This is an optimization exercise on Yosys and OpenROAD, whose aim is small area, not a production implementation. The RTL was checked by simulation tests, not by an equivalence proof against the original design. No activity file was given, so power comes from the tool's default toggle rates.

==> design/flow/design.v <==
module mem_stage_hold (
  input  logic q,
  input  logic y,
  input  logic s,
  input  logic ns,
  output logic d
);
  assign d = ~((q | s) & (y | ns));
endmodule
module mem_stage_aoi3 (
  input  logic a,
  input  logic b,
  input  logic c,
  input  logic sa,
  input  logic sb,
  input  logic sc,
  output logic z
);
  assign z = ~((a & sa) | (b & sb) | (c & sc));
endmodule
module mem_stage_ld (
  input  logic q,
  input  logic y,
  input  logic s,
  input  logic ns,
  output logic d
);
  assign d = (q | s) & (y | ns);
endmodule
module mem_stage #(
  parameter int ADDR_W = 6
) (
  input  logic        clk,
  input  logic        rst_n,
  input  logic        valid_ex,
  input  logic [31:0] brnch,
  input  logic        zero,
  input  logic [31:0] ALUresult,
  input  logic [31:0] rdData2,
  input  logic [4:0]  writeReg,
  input  logic        Branch,
  input  logic        MemRead,
  input  logic        MemWrite,
  input  logic        RegWrite,
  input  logic        MemtoReg,
  input  logic        stall,
  input  logic        flush,
  output logic        PCSrc,
  output logic [31:0] brTarget,
  output logic        valid_wb,
  output logic [31:0] readData_wb,
  output logic [31:0] ALUresult_wb,
  output logic [4:0]  writeReg_wb,
  output logic        RegWrite_wb,
  output logic        MemtoReg_wb,
  output logic        misalign_err
);
  localparam int DEPTH = 1 << ADDR_W;
  localparam int NGRP  = DEPTH / 3;         
  logic              live;
  logic              go;
  logic              aligned;
  logic [ADDR_W-1:0] addr;
  logic              ld_en;
  logic              st_en;
  logic [DEPTH-1:0]  wsel;    
  logic [DEPTH-1:0]  nwsel;
  logic [DEPTH-1:0]  rsel;    
  logic [31:0] mem_q [DEPTH];
  logic [31:0] mem_d [DEPTH];
  logic unused_addr_hi;
  assign unused_addr_hi = ^ALUresult[31:ADDR_W+2];
  assign live    = valid_ex & ~flush;
  assign go      = live & ~stall;
  assign aligned = (ALUresult[1:0] == 2'b00);
  assign addr    = ALUresult[ADDR_W+1:2];
  assign ld_en   = go & MemRead;
  assign st_en   = rst_n & go & MemWrite & aligned;
  assign PCSrc    = live & Branch & zero;
  assign brTarget = brnch;
  always_comb begin
    for (int w = 0; w < DEPTH; w++) begin
      wsel[w]  = st_en & (addr == ADDR_W'(w));
      nwsel[w] = ~wsel[w];
      rsel[w]  = ld_en & aligned & (addr == ADDR_W'(w));
    end
  end
  logic        ph;
  logic [31:0] wdat;
  always_ff @(posedge clk) begin
    ph <= ~ph;
  end
  assign wdat = rdData2 ^ {32{ph}};
  for (genvar w = 0; w < DEPTH; w++) begin : g_word
    for (genvar b = 0; b < 32; b++) begin : g_bit
      mem_stage_hold u_hold (
        .q(mem_q[w][b]), .y(wdat[b]), .s(wsel[w]), .ns(nwsel[w]), .d(mem_d[w][b])
      );
    end
    always_ff @(posedge clk) begin
      mem_q[w] <= mem_d[w];
    end
  end
  logic [31:0] grp_n [NGRP];
  logic [31:0] rd_raw;
  logic [31:0] rd_word;
  for (genvar g = 0; g < NGRP; g++) begin : g_rd
    for (genvar b = 0; b < 32; b++) begin : g_bit
      mem_stage_aoi3 u_aoi (
        .a (mem_q[3*g][b]),
        .b (mem_q[3*g+1][b]),
        .c (mem_q[3*g+2][b]),
        .sa(rsel[3*g]), .sb(rsel[3*g+1]), .sc(rsel[3*g+2]),
        .z (grp_n[g][b])
      );
    end
  end
  always_comb begin
    rd_raw = '0;
    for (int g = 0; g < NGRP; g++) begin
      rd_raw = rd_raw | ~grp_n[g];
    end
    for (int w = 3 * NGRP; w < DEPTH; w++) begin
      rd_raw = rd_raw | (mem_q[w] & {32{rsel[w]}});
    end
  end
  assign rd_word = rd_raw ^ {32{ph & ld_en & aligned}};
  logic        valid_q, regwr_q, m2r_q, mis_q;
  logic [31:0] rdata_q, alu_q;
  logic [4:0]  wreg_q;
  logic [31:0] alu_d;
  logic [4:0]  wreg_d;
  logic        nstall;
  assign nstall = ~stall;
  for (genvar b = 0; b < 32; b++) begin : g_alu
    mem_stage_ld u_ld (
      .q(alu_q[b]), .y(ALUresult[b]), .s(nstall), .ns(stall), .d(alu_d[b])
    );
  end
  for (genvar b = 0; b < 5; b++) begin : g_wreg
    mem_stage_ld u_ld (
      .q(wreg_q[b]), .y(writeReg[b]), .s(nstall), .ns(stall), .d(wreg_d[b])
    );
  end
  always_ff @(posedge clk or negedge rst_n) begin
    if (!rst_n) begin
      valid_q <= 1'b0;
      regwr_q <= 1'b0;
      m2r_q   <= 1'b0;
      alu_q   <= '0;
      wreg_q  <= '0;
      rdata_q <= '0;
      mis_q   <= 1'b0;
    end else begin
      if (!stall) begin
        valid_q <= live;
        m2r_q   <= MemtoReg;
        regwr_q <= live & RegWrite & ~(MemRead & ~aligned);
      end
      alu_q   <= alu_d;
      wreg_q  <= wreg_d;
      rdata_q <= rd_word | (rdata_q & {32{~ld_en}});
      mis_q   <= go & (MemRead | MemWrite) & ~aligned;
    end
  end
  assign valid_wb     = valid_q;
  assign readData_wb  = rdata_q;
  assign ALUresult_wb = alu_q;
  assign writeReg_wb  = wreg_q;
  assign RegWrite_wb  = regwr_q;
  assign MemtoReg_wb  = m2r_q;
  assign misalign_err = mis_q;
endmodule
==> design/flow/flow/run.sh <==
#!/bin/bash
set -euo pipefail
export BUFFER_PORTS_ARGS="-buffer_cell sky130_fd_sc_hd__buf_1"
export CTS_ARGS="-sink_clustering_enable -repair_clock_nets -sink_clustering_size 16 -sink_clustering_max_diameter 60 -buf_list sky130_fd_sc_hd__clkbuf_8 -dont_use_dummy_load"
export RECOVER_POWER=100
bash standard.sh > standard.log 2>&1
==> design/flow/standard.sh <==
#!/bin/bash
# synth_recipe.tcl (not shown) runs the flow's synth.tcl, then flattens the netlist and writes it again
# the make line also repeats each setting of config.mk as NAME=value (left out here)
make -C /OpenROAD-flow-scripts/flow DESIGN_CONFIG=/design/flow/config.mk WORK_HOME=/design/flow/orfs CLKGATE_MAP_FILE= SYNTH_SCRIPT=/design/flow/synth_recipe.tcl "${@:-finish}"
==> design/flow/config.mk <==
export PLATFORM = sky130hd
export DESIGN_NAME = mem_stage
export DESIGN_NICKNAME = mem_stage
export VERILOG_FILES = /design/flow/design.v
export SDC_FILE = /design/flow/constraint.sdc
export NUM_CORES = 4
export LEC_CHECK = 0
export CAP_MARGIN = 20
export CORE_MARGIN = 2
export CORE_UTILIZATION = 65
export SLEW_MARGIN = 20
export SYNTH_HIERARCHICAL = 1
export SYNTH_MINIMUM_KEEP_SIZE = 0
==> design/flow/constraint.sdc <==
create_clock -name core_clock -period 5.0 [get_ports {clk}]
set_input_delay 1.0000 -clock core_clock [delete_from_list [all_inputs] [get_ports {clk}]]
set_output_delay 1.0000 -clock core_clock [all_outputs]
set_load 0.01 [all_outputs]
==> results.ini, run 1 <==
[placed_design]
post-dp-hpwl_um=160000
numPortBuffers=153
placed_area_sq_um=72600
placed_cells=7462
gp_congestion=0.974
dp_slack_ns=0.220

[cells_and_area]
fin_area_sq_um=74400
multiInputGateArea_sq_um=24500
area_delta_synth_final_pct=11.2
seq_area_sq_um=42800
fillers=7492
finalNonFillerCells=7619
nets=6360
drive_above_1_share_pct=10.6

[die]
start_util_pct=65.6
ios=218
die_h_um=325
core_sq_um=102000
fp-row-count=117
chipWidth_um=325
die_area_sq_um=106000

[routing]
drc_errors=0
drt_first_pass_iters=14
vias=62800
drt-initial-drc-count=12700
drtAntennaViolNets=0
wl_per_cell_um=34.6
avgViaCountPerCell=8.24
drt_wl_total_um=264000

[timing]
maxSlewViolCount=895
timing.fmax_mhz=219
skew_ns=0.0515
fin_ws_ns=0.440
max_slew_margin_pct=-59.8
finalCriticalPeriod_ns=4.56
post-route-period-util_pct=91.2
fin_tns_setup_ns=0
rsz0062_at_grt=no
hold_viol=0
setup_viol=0
worst_pin_slew_ns=2.40

[logic_synthesis]
synth_top_family_by_area=compound AO/OA/AOI/OAI gates
synth_cells=5676
yosysUniqueCellTypes=33
synth-seq-area-share_pct=64.0
ys_ff_latch=2122
yosys.area_share.xor_xnor_pct=0.419
ys_warn_count=11
synth_compound_area_share_pct=29.7
muxShareOfSynthArea_pct=0.555
synth_area_sq_um=66900
post_synth_fa_ha_maj_area_fraction_pct=0
avgSynthCellArea_sq_um=11.8
yosys.area_share.simple_pct=4.67
synth_nets=5788

[global_route]
grt_overflow=0
antenna_found_initial=21
grt_start_max_net_pins=65
grt_first_pass_wirelength_um=385000
grt_pass1_vias=58200
grt_use_total_pct=48.0

[worst_setup_path]
r2r_cells=4
criticalPathCategory=input port to register
required_ns=5.67
r2r_slack_ns=0.61
reg2reg_to=mem_q[61][18]$_DFF_P_
r2r_start=ph$_DFF_P_
arrival_ns=5.23
crit_fanout=32
crit_path_start=stall
start_kind=input port
endpoint_kind=register

[clock_tree]
cts_sinks=2122
tritoncts=yes
cts_inserted_buffers=152
clk_latency_ns=0.89
root_buffer=clkbuf_8
clk_pin_slew_worst_paths_ns=0.10
postCtsHoldBufs=0
clockBufferDepth=3
cts_repair_resize_count=0
postCtsSetupRepairBufs=0
cts-htree-levels=4

[worst_hold_path]
whs_path_depth=3
hold_start=RegWrite
whs_endpoint=regwr_q$_DFFE_PN0N_
hold_path.class=input port to register

[power_and_ir_drop]
power_density_nw_per_um2=351
p_sw_w=0.00601
internal-power_w=0.0201
pwr-share-comb_pct=3.6
power.leakage_nw=26.6
power.share.sequential_pct=66.1
swShare_pct=23.0
clkPwrFrac_pct=30.3
power_w=0.0261
peakVddDrop_mv=0.328

[status]
outcome=complete, but fails checks
so_faults=capacitance limit, slew limit

[run]
maxCapViolCount=25

stage by stage:
step	hold WS (ns)	util, %
finish	0.330	73.0
global route	0.329	72.9
CTS	0.277	73.2
detailed placement	0.436	71.2
global placement	0.428	71.1
floorplan	0.421	-
metal layers:
layer	GRT usage, %	up-vias	wire length, um
met1	62.3	30400	92400
met3	16.9	1032	41800
met5	0	-	251
met4	31.1	22	20600
met2	68.0	5498	109000
li1	-	25800	-
logic make-up (layout without fill, tap and decap cells):
logic type,after synthesis,count (layout)
AOI/OAI and AO/OA,2759,2759
xor gates and xnor gates,32,32
buffers and inverters,80,650
DFF,2122,2122
muxes,33,33
other,0,5
and+or+nand+nor,650,650
worst max path at each step:
| stage | to | depth (start not counted) |
|---|---|---|
| 2_1_floorplan | rdata_q[30]$_DFF_PN0_ | 11 |
| 3_3_place_gp | rdata_q[30]$_DFF_PN0_ | 11 |
| 3_5_place_dp | rdata_q[30]$_DFF_PN0_ | 11 |
| 4_1_cts | rdata_q[27]$_DFF_PN0_ | 12 |
| 5_1_grt | mem_q[0][2]$_DFF_P_ | 8 |
| 6_report | mem_q[0][24]$_DFF_P_ | 8 |
area by class of cell:
type / instances / share of cell area (%)
diodes: 5 / 0.0168
clock buffers: 152 / 2.81
multi-input cells: 3474 / 33.0
inverters: 2 / 0.0101
repair buffers: 496 / 4.33
well taps: 1368 / 2.30
flip-flops and latches: 2122 / 57.6
worst max-delay path, cell delays in order:
cell and delay, ns:
clkbuf_1 0.28, clkbuf_1 0.30, or3b_1 0.64, nor4_4 0.75, nand2_1 0.41, nor2_2 0.16
clkbuf_1 1.40, o22ai_1 0.27
registers in the layout, summed over array words and instances, names as in the netlist:
signal,count
alu_q,32
mem_q,2048
valid_q,1
mis_q,1
regwr_q,1
wreg_q,5
m2r_q,1
rdata_q,32
ph,1
modules after synthesis (local to each module, per instance):
module	cell area [sq um]	flops+latches	cells inside	copies in the design
mem_stage_ld	8.76	0	1	37
mem_stage	47100	2122	2919	1
mem_stage_hold	6.26	0	1	2048
mem_stage_aoi3	10.0	0	1	672
cells in the final DEF (no fill, tap or decap), drive strengths merged:
| cell | instances |
|---|---|
| dfxtp | 2049 |
| o22ai | 2048 |
| a222oi | 672 |
| buf | 413 |
| clkbuf | 235 |
| nand2 | 183 |
| nor2 | 172 |
| nand4 | 161 |
| dfrtp | 73 |
| nand3 | 72 |
| o22a | 37 |
| nor4 | 34 |
| mux2 | 33 |
| xor2 | 32 |
| nor3 | 8 |
| nor2b | 6 |
| diode | 5 |
| nand2b | 4 |
| and2 | 3 |
| inv | 2 |
| o21ai | 2 |
| nand4bb | 1 |
| and4bb | 1 |
| nor4bb | 1 |
| and4 | 1 |
| or3b | 1 |
| and4b | 1 |
| and3 | 1 |
power by group through the flow:
stage / registers (W) / clock network [W] / logic (W)
final: 0.0172 / 0.00792 / 0.000932
after global routing: 0.0173 / 0.00848 / 0.000956
after CTS: 0.0172 / 0.00786 / 0.000898
after detailed placement: 0.0176 / 0 / 0.000897
after global placement: 0.0176 / 0 / 0.000878
after floorplan: 0.0176 / 0 / 0.000463
cells in the mapped netlist, drive strengths merged:
library cell / number / area share, %
o21ai: 2 / 0.015
nand4bb: 1 / 0.017
and4: 1 / 0.013
and3: 1 / 0.0094
and4bb: 1 / 0.019
a222oi: 672 / 10
dfxtp: 2049 / 61
and4b: 1 / 0.015
o22ai: 2048 / 19
dfrtp: 73 / 2.7
nand2: 183 / 1.0
o22a: 37 / 0.48
buf: 45 / 0.47
xor2: 32 / 0.42
clkbuf: 33 / 0.19
nor4: 34 / 0.34
or3b: 1 / 0.017
nand4: 161 / 1.5
nor2b: 6 / 0.056
mux2: 33 / 0.56
nor2: 172 / 0.96
nor4bb: 1 / 0.015
inv: 2 / 0.011
nand2b: 4 / 0.037
nor3: 8 / 0.060
and2: 3 / 0.028
nand3: 72 / 0.55
==> run 2: changes to the inputs <==
==> design/flow/flow/run.sh (replaced) <==
#!/bin/bash
set -euo pipefail
export BUFFER_PORTS_ARGS="-buffer_cell sky130_fd_sc_hd__buf_1"
export CTS_ARGS="-sink_clustering_enable -repair_clock_nets -sink_clustering_size 18 -sink_clustering_max_diameter 60 -buf_list sky130_fd_sc_hd__clkbuf_8 -dont_use_dummy_load"
bash standard.sh > standard.log 2>&1
==> run 2 against run 1 <==
  * The run now finishes clean
  * Combinational power grew 1%
  * Global-route usage is 0.062 points lower
  * Register-to-register slack improved by 1.4 ns
  * Clock power is 3.3% lower
  * Synthesized cell count did not move
  * Final area increased by 0.23%
  * Critical endpoint is now rdata_q[27]$_DFF_PN0_
==> results.ini, run 2 <==
[worst_setup_path]
criticalPathCategory=input port to register  ; unchanged
arrival_ns=5.12  ; was 5.23 ns
path_buf_inv=3  ; unchanged
reg2reg_to=mem_q[42][22]$_DFF_P_  ; was mem_q[61][18]$_DFF_P_
start_kind=input port  ; unchanged
required_ns=5.79  ; was 5.67 ns
r2r_cells=4  ; unchanged
crit_path_start=ALUresult[5]  ; was stall
r2r_start=ph$_DFF_P_  ; unchanged
crit_fanout=32  ; unchanged
slowest_stage=nor4_1  ; was clkbuf_1
endpoint_kind=register  ; unchanged
slowest_delay_ns=0.75  ; was 1.40 ns
cpLargestDelayFamily=simple AND/OR/NAND/NOR gates  ; was buffers and inverters
cpMostUsedCell=buf_4  ; was clkbuf_1
crit_chain=buf_1, buf_4, nor2b_1, nand2_1, nor2_2, buf_4, a222oi_1, nand4_1, nor4_1, nand3_1, mux2_2  ; was clkbuf_1, clkbuf_1, or3b_1, nor4_4, nand2_1, nor2_2, clkbuf_1, o22ai_1
r2r_slack_ns=2.05  ; was 0.61 ns

[logic_synthesis]
synth_cells=5676  ; unchanged
ys_ff_latch=2122  ; unchanged
synth.area.top_cells=dfxtp_1, o22ai_1, a222oi_1  ; unchanged
synth_nets=5788  ; unchanged
avgSynthCellArea_sq_um=11.8  ; unchanged
synth_enable_flop_cells=0  ; unchanged
yosysTopAreaCell=dfxtp_1  ; unchanged
synth-main-ff-cell=dfxtp_1  ; unchanged
ys_warn_count=11  ; unchanged
synthArstFlopShare_pct=3.44  ; unchanged
yosysMostFrequentCell=dfxtp_1  ; unchanged
synth_top_area_share_pct=61.3  ; unchanged
yosysUniqueCellTypes=33  ; unchanged
synth_area_sq_um=66900  ; unchanged
synthTopCellsByCount=dfxtp_1, o22ai_1, a222oi_1  ; unchanged
synth-seq-area-share_pct=64.0  ; unchanged

[timing]
post-route-period-util_pct=86.6  ; was 91.2%
worst_pin_slew_ns=1.11  ; was 2.40 ns
hold_viol=0  ; unchanged
finalCriticalPeriod_ns=4.33  ; was 4.56 ns
rsz0062_at_grt=no  ; unchanged
timing.fmax_mhz=231  ; was 219 MHz
fin_tns_setup_ns=0  ; unchanged
setup_viol=0  ; unchanged
skew_ns=0.0728  ; was 0.0515 ns
maxSlewViolCount=0  ; was 895
max_slew_margin_pct=26.2  ; was -59.8%
hold_slack_ns=0.295  ; was 0.330 ns

[routing]
drc_errors=0  ; unchanged
drt_wl_total_um=264000  ; about the same
wl_per_cell_um=34.7  ; was 34.6 um
drt_first_pass_iters=14  ; unchanged
vias=62700  ; was 62800
drtAntennaViolNets=0  ; unchanged
avgViaCountPerCell=8.24  ; about the same
drt-initial-drc-count=12800  ; was 12700

[run]
maxCapViolCount=0  ; was 25

[cells_and_area]
finalNonFillerCells=7613  ; was 7619
largest_register_ffs=2048  ; unchanged
fin_area_sq_um=74600  ; was 74400 sq um
layout_common_cells=o22ai_1, dfxtp_1, a222oi_1  ; unchanged
nets=6350  ; was 6360
drive_above_1_share_pct=11.0  ; was 10.6%
area_delta_synth_final_pct=11.5  ; was 11.2%
reg_top3=mem_q: 2048 flops, alu_q: 32 flops, rdata_q: 32 flops  ; unchanged
top_register=mem_q  ; unchanged

[worst_hold_path]
whs_endpoint=alu_q[13]$_DFF_PN0_  ; was regwr_q$_DFFE_PN0N_
whs_path_depth=2  ; was 3
hold_start=ALUresult[13]  ; was RegWrite
hold_path.class=input port to register  ; unchanged

[placed_design]
gp_congestion=0.974  ; unchanged
placed_area_sq_um=72600  ; unchanged
placed_cells=7462  ; unchanged
numPortBuffers=153  ; unchanged
post-dp-hpwl_um=160000  ; unchanged

[global_route]
grt_pass1_vias=58100  ; was 58200
grt_start_max_net_pins=65  ; unchanged
grt_use_total_pct=47.9  ; was 48.0%
grt_overflow=0  ; unchanged
grt_first_pass_wirelength_um=385000  ; about the same
antenna_found_initial=15  ; was 21

[clock_tree]
clk_pin_slew_worst_paths_ns=0.11  ; was 0.10 ns
clockBufferDepth=3  ; unchanged
cts_inserted_buffers=141  ; was 152
postCtsSetupRepairBufs=0  ; unchanged
cts_sinks=2122  ; unchanged
root_buffer=clkbuf_8  ; unchanged
tritoncts=yes  ; unchanged
postCtsHoldBufs=0  ; unchanged
clk_latency_ns=0.92  ; was 0.89 ns
cts-htree-levels=4  ; unchanged
cts_repair_resize_count=0  ; unchanged

[die]
start_util_pct=65.6  ; unchanged
chipWidth_um=325  ; unchanged
ios=218  ; unchanged
die_area_sq_um=106000  ; unchanged
fp-row-count=117  ; unchanged
core_sq_um=102000  ; unchanged
die_h_um=325  ; unchanged

[status]
outcome=timing/DRC/antenna clean  ; was complete, but fails checks

[power_and_ir_drop]
power_w=0.0258  ; was 0.0261 W
power.leakage_nw=26.7  ; was 26.6 nW
power_density_nw_per_um2=346  ; was 351 nW/um^2
peakVddDrop_mv=0.304  ; was 0.328 mV

-- run 2: cell counts after synthesis --
Identical to the previous run, type by type.
-- run 2: worst max-delay path by stage --
stage	to	cells after the start
3_5_place_dp	rdata_q[30]$_DFF_PN0_	11
2_1_floorplan	rdata_q[30]$_DFF_PN0_	11
3_3_place_gp	rdata_q[30]$_DFF_PN0_	11
6_report	rdata_q[27]$_DFF_PN0_	11
4_1_cts	rdata_q[30]$_DFF_PN0_	11
5_1_grt	rdata_q[27]$_DFF_PN0_	11
-- run 2: layout make-up --
cell class / count / area (sq um)
timing repair buffer: 497 / 3490
inverter: 2 / 7.51
fill: 7450 / 27400
antenna: 9 / 22.5
tap: 1368 / 1710
sequential: 2122 / 42800
clock buffer: 141 / 1940
multi-input combinational: 3474 / 24600
-- run 2: kinds of logic after synthesis --
kind of cell	after synthesis	share of synthesized area, %
AO/OA/AOI/OAI	2759	29.7
XOR/XNOR	32	0.419
buffers and inverters	80	0.669
flip-flops	2122	64.0
multiplexers	33	0.555
AND/OR/NAND/NOR	650	4.67
-- run 2: per-layer routing --
metal	share of wire [%]	wire length [um]	global-route usage, %	vias up
met4	7.7	20300	31.2	12
li1	-	-	-	25800
met3	16	42300	16.2	1061
met5	0.041	107	0	-
met2	41	109000	68.1	5454
met1	35	92000	62.4	30400
-- run 2: modules after synthesis (local to each module, per instance) --
module	area [sq um]	flops+latches	cells	copies in the design
mem_stage	47100	2122	2919	1
mem_stage_aoi3	10.0	0	1	672
mem_stage_hold	6.26	0	1	2048
mem_stage_ld	8.76	0	1	37
-- run 2: metrics by stage --
stage          util (%)  setup WS [ns]
6_report           73.1          0.669
5_1_grt            73.1          0.893
4_1_cts            73.1           1.14
3_5_place_dp       71.2          0.220
3_3_place_gp       71.1          0.317
2_1_floorplan         -           1.01
-- run 2: power by group --
group	switching (W)	internal [W]	leakage, nW
sequential	0.000169	0.0171	19.7
clock	0.00511	0.00255	1.01
combinational	0.000660	0.000282	5.99
total	0.00594	0.0199	26.7

-- re-timing with driven ports --
The results above use ideal ports. As a check the final layouts listed here were re-extracted and re-timed, cells and wires unchanged.
Step 1 (the two cells are an assumption about what drives the block):
set clk [get_ports {clk}]
set_driving_cell -lib_cell sky130_fd_sc_hd__clkbuf_16 $clk
set_driving_cell -lib_cell sky130_fd_sc_hd__buf_2 [delete_from_list [all_inputs] $clk]
Step 2 moves the port delays by t, midway between the first and last clock arrival at a register: inputs arrive t later, outputs are due t later. That takes back most of the time a late clock gives input paths.
Slacks: ideal / step 1 / step 2; pairs: ideal / step 1.
| run | t (ns) | slack for setup (ns) | worst hold slack (ns) |
|---|---|---|---|
| run 1 | 0.945 | 0.440 / 0.493 / -0.452 | 0.330 / 0.277 / 0.449 |
| run 2 | 0.953 | 0.669 / 0.712 / -0.241 | 0.295 / 0.253 / 0.449 |
For run 2, which loses most, drivers alone change the setup slack by +0.043 ns; drivers and shift together by -0.910 ns.
